From an optimization exercise on the open Yosys and OpenROAD flow, aimed at small area, a short achievable clock period and few clock cycles per item; shortcuts taken in it are not production practice.
In this exercise RTL edits were held to simulation tests only and were not proved equivalent to the original.

== run 1 ==
## vvdiv
module vvdiv #(
    parameter int VECTOR_SIZE = 16,
    parameter int INT_SIZE    = 16
) (
    input  logic                                  clock,
    input  logic                                  resetn,
    input  logic                                  in_valid,
    output logic                                  in_ready,
    input  logic [VECTOR_SIZE-1:0][INT_SIZE-1:0]  a,
    input  logic [VECTOR_SIZE-1:0][INT_SIZE-1:0]  x,
    output logic                                  out_valid,
    input  logic                                  out_ready,
    output logic [VECTOR_SIZE-1:0][INT_SIZE-1:0]  q,
    output logic [VECTOR_SIZE-1:0][INT_SIZE-1:0]  r,
    output logic [VECTOR_SIZE-1:0]                dz
);
    localparam int ITERS      = 2;
    localparam int LOAD_ITERS = 2;
    localparam int STEPS      = (INT_SIZE - LOAD_ITERS) / ITERS;
    localparam int CW         = $clog2(STEPS + 1);
    logic          busy;
    logic [CW-1:0] cnt;
    logic [VECTOR_SIZE-1:0][INT_SIZE-1:0] xr, rm, qa;
    logic [VECTOR_SIZE-1:0] zr;
    assign in_ready = !busy && (!out_valid || out_ready);
  ...
==> flow/config.mk <==
export PLATFORM = sky130hd
export DESIGN_NAME = vvdiv
export DESIGN_NICKNAME = vvdiv
export VERILOG_FILES = /design/flow/design.v
export SDC_FILE = /design/flow/constraint.sdc
export NUM_CORES = 4
export LEC_CHECK = 0
export CAP_MARGIN = 20
export CORE_MARGIN = 2
export CORE_UTILIZATION = 40
export SETUP_SLACK_MARGIN = 4.5
export SLEW_MARGIN = 20
==> flow/constraint.sdc <==
create_clock -name core_clock -period 8.0 [get_ports {clock}]
set_input_delay 1.6000 -clock core_clock [delete_from_list [all_inputs] [get_ports {clock}]]
set_output_delay 1.6000 -clock core_clock [all_outputs]
set_load 0.01 [all_outputs]
standard.sh (not shown) runs the stock make flow with config.mk's settings and CLKGATE_MAP_FILE= SYNTH_SCRIPT=/design/flow/synth_recipe.tcl, a recipe that flattens the netlist after the stock synthesis.
==> flow/flow/run.sh <==
#!/bin/bash
# The standard layout, with plain buffers on the ports instead of the delay
# buffers buffer_ports picks by default. Every port still gets its own buffer.
set -euo pipefail
export BUFFER_PORTS_ARGS="-buffer_cell sky130_fd_sc_hd__buf_1"
bash standard.sh > standard.log 2>&1
Both conditions hold for run 1: the flow ran to the end and the final layout passed the timing, design-rule and antenna checks.
Testbench counts of run 1, summed over its fixed seeds: cycles 2,056, items 256.
Edits applied to the flow inputs when going from run 1 to run 2:
diff --git a/flow/config.mk b/flow/config.mk
--- a/flow/config.mk
+++ b/flow/config.mk
@@ -8,5 +8,5 @@
 export CAP_MARGIN = 20
 export CORE_MARGIN = 2
-export CORE_UTILIZATION = 40
-export SETUP_SLACK_MARGIN = 4.5
+export CORE_UTILIZATION = 55
+export SETUP_SLACK_MARGIN = 5.0
 export SLEW_MARGIN = 20
Findings:
Run 2: no failed stages, no open violations at the end. Changes observed in run 2 relative to run 1: placed wire-length estimate decreased by 3.2% relative to the old numbers; count of buffers not belonging to the clock network in the layout increased by 681 relative to the old numbers; sequential share of layout area decreased by 2.6 points relative to the old numbers; delay contributed by the slowest stage of the critical path decreased by 340 ps relative to the old numbers. Row routed length on met3: run 2 higher / run 1 lower.

vvdiv, a different RTL version from the one above (not shown whole).
For scale: ~6,600 cells after synthesis, roughly 790 flip-flops, about 1,000 I/O pins, roughly 55,000 um^2 of cells after synthesis.
==> flow/config.mk <==
export PLATFORM = sky130hd
export DESIGN_NAME = vvdiv
export DESIGN_NICKNAME = vvdiv
export VERILOG_FILES = /design/flow/design.v
export SDC_FILE = /design/flow/constraint.sdc
export NUM_CORES = 4
export LEC_CHECK = 0
export ABC_AREA = 1
export CAP_MARGIN = 20
export CORE_MARGIN = 2
export CORE_UTILIZATION = 40
export SETUP_SLACK_MARGIN = 5.0
export SLEW_MARGIN = 20
==> flow/constraint.sdc <==
create_clock -name core_clock -period 8.0 [get_ports {clock}]
set_input_delay 1.6000 -clock core_clock [delete_from_list [all_inputs] [get_ports {clock}]]
set_output_delay 1.6000 -clock core_clock [all_outputs]
set_load 0.01 [all_outputs]
Scripts as last shown in full above: flow/flow/run.sh
Testbench counts at the start, summed over its fixed seeds: cycles 3,840, items 256.
Then changed:
--- a/flow/flow/run.sh
+++ b/flow/flow/run.sh
@@ -4,2 +4,3 @@
 set -euo pipefail
+export ADDER_MAP_FILE=
 export BUFFER_PORTS_ARGS="-buffer_cell sky130_fd_sc_hd__buf_1"
CORE_UTILIZATION = 50   (was 40)
SETUP_SLACK_MARGIN = 4.85   (was 5.0)
Effect: Count of clock-buffer cells in the layout came out lower by 12; synthesized area fell by 13%; worst setup slack improved by 0.40 ns; maximum frequency rose by 13%; clock skew drops by 0.011 ns.
Then changed:
CORE_UTILIZATION = 40   (was 50)
CTS_BUF_LIST = sky130_fd_sc_hd__clkbuf_4   (was not set)
SETUP_SLACK_MARGIN = 5.0   (was 4.85)
Result: Wire length went down by a few percent. Synthesized area is unchanged. Worst hold slack got worse by 0.11 ns. Cell count went up by roughly a tenth.
Then changed:
CTS_BUF_LIST = not set   (was sky130_fd_sc_hd__clkbuf_4)
CTS_CLUSTER_DIAMETER = 50   (was not set)
CTS_CLUSTER_SIZE = 16   (was not set)
The new run completed with no timing, DRC or antenna violations. Global-route usage is lower by 0.65 points. Worst setup slack is better by 0.47 ns. Via count fell by a few percent. Routed wire length drops by a few percent. Register-to-register slack is better by 0.02 ns. Non-clock buffer count goes down by 332.

-- afterwards: timing with drivers on the ports --
The flow's constraints put no driver on any port. The routed layouts listed below were extracted and timed again, unchanged, in two steps. Step 1 (the two cells are an assumption about what drives the block):
set clk [get_ports {clock}]
set_driving_cell -lib_cell sky130_fd_sc_hd__clkbuf_16 $clk
set_driving_cell -lib_cell sky130_fd_sc_hd__buf_2 [delete_from_list [all_inputs] $clk]
Step 2 also shifts input and output timing later by t, the mid clock arrival at the registers, as if the neighbouring blocks saw the same clock. Three values: no drivers, after step 1, after step 2; two values: the first two.
| run | t, ns | setup WS [ns] | worst register clock-pin slew, ns | worst data-port slew with drivers (ns) |
|---|---|---|---|---|
| run 1 | 0.845 | 4.234 / 4.219 / 3.782 | 0.07 / 0.07 | 0.22 |
| run 2 | 0.827 | 4.248 / 4.225 / 3.977 | 0.07 / 0.07 | 0.26 |
| the first run of note 2 | 0.770 | 4.469 / 4.505 / 3.735 | 0.07 / 0.07 | 0.16 |
| the second run of note 2 | 0.766 | 4.870 / 4.788 / 4.305 | 0.07 / 0.07 | 0.29 |
| the third run of note 2 | 1.268 | 4.425 / 4.354 / 4.328 | 0.08 / 0.08 | 0.20 |
| the fourth run of note 2 | 0.797 | 4.898 / 4.820 / 4.388 | 0.07 / 0.07 | 0.21 |
After both steps setup and hold are still met in every run listed. For the first run of note 2, which loses most, drivers alone change the setup slack by +0.036 ns; drivers and shift together by -0.734 ns.
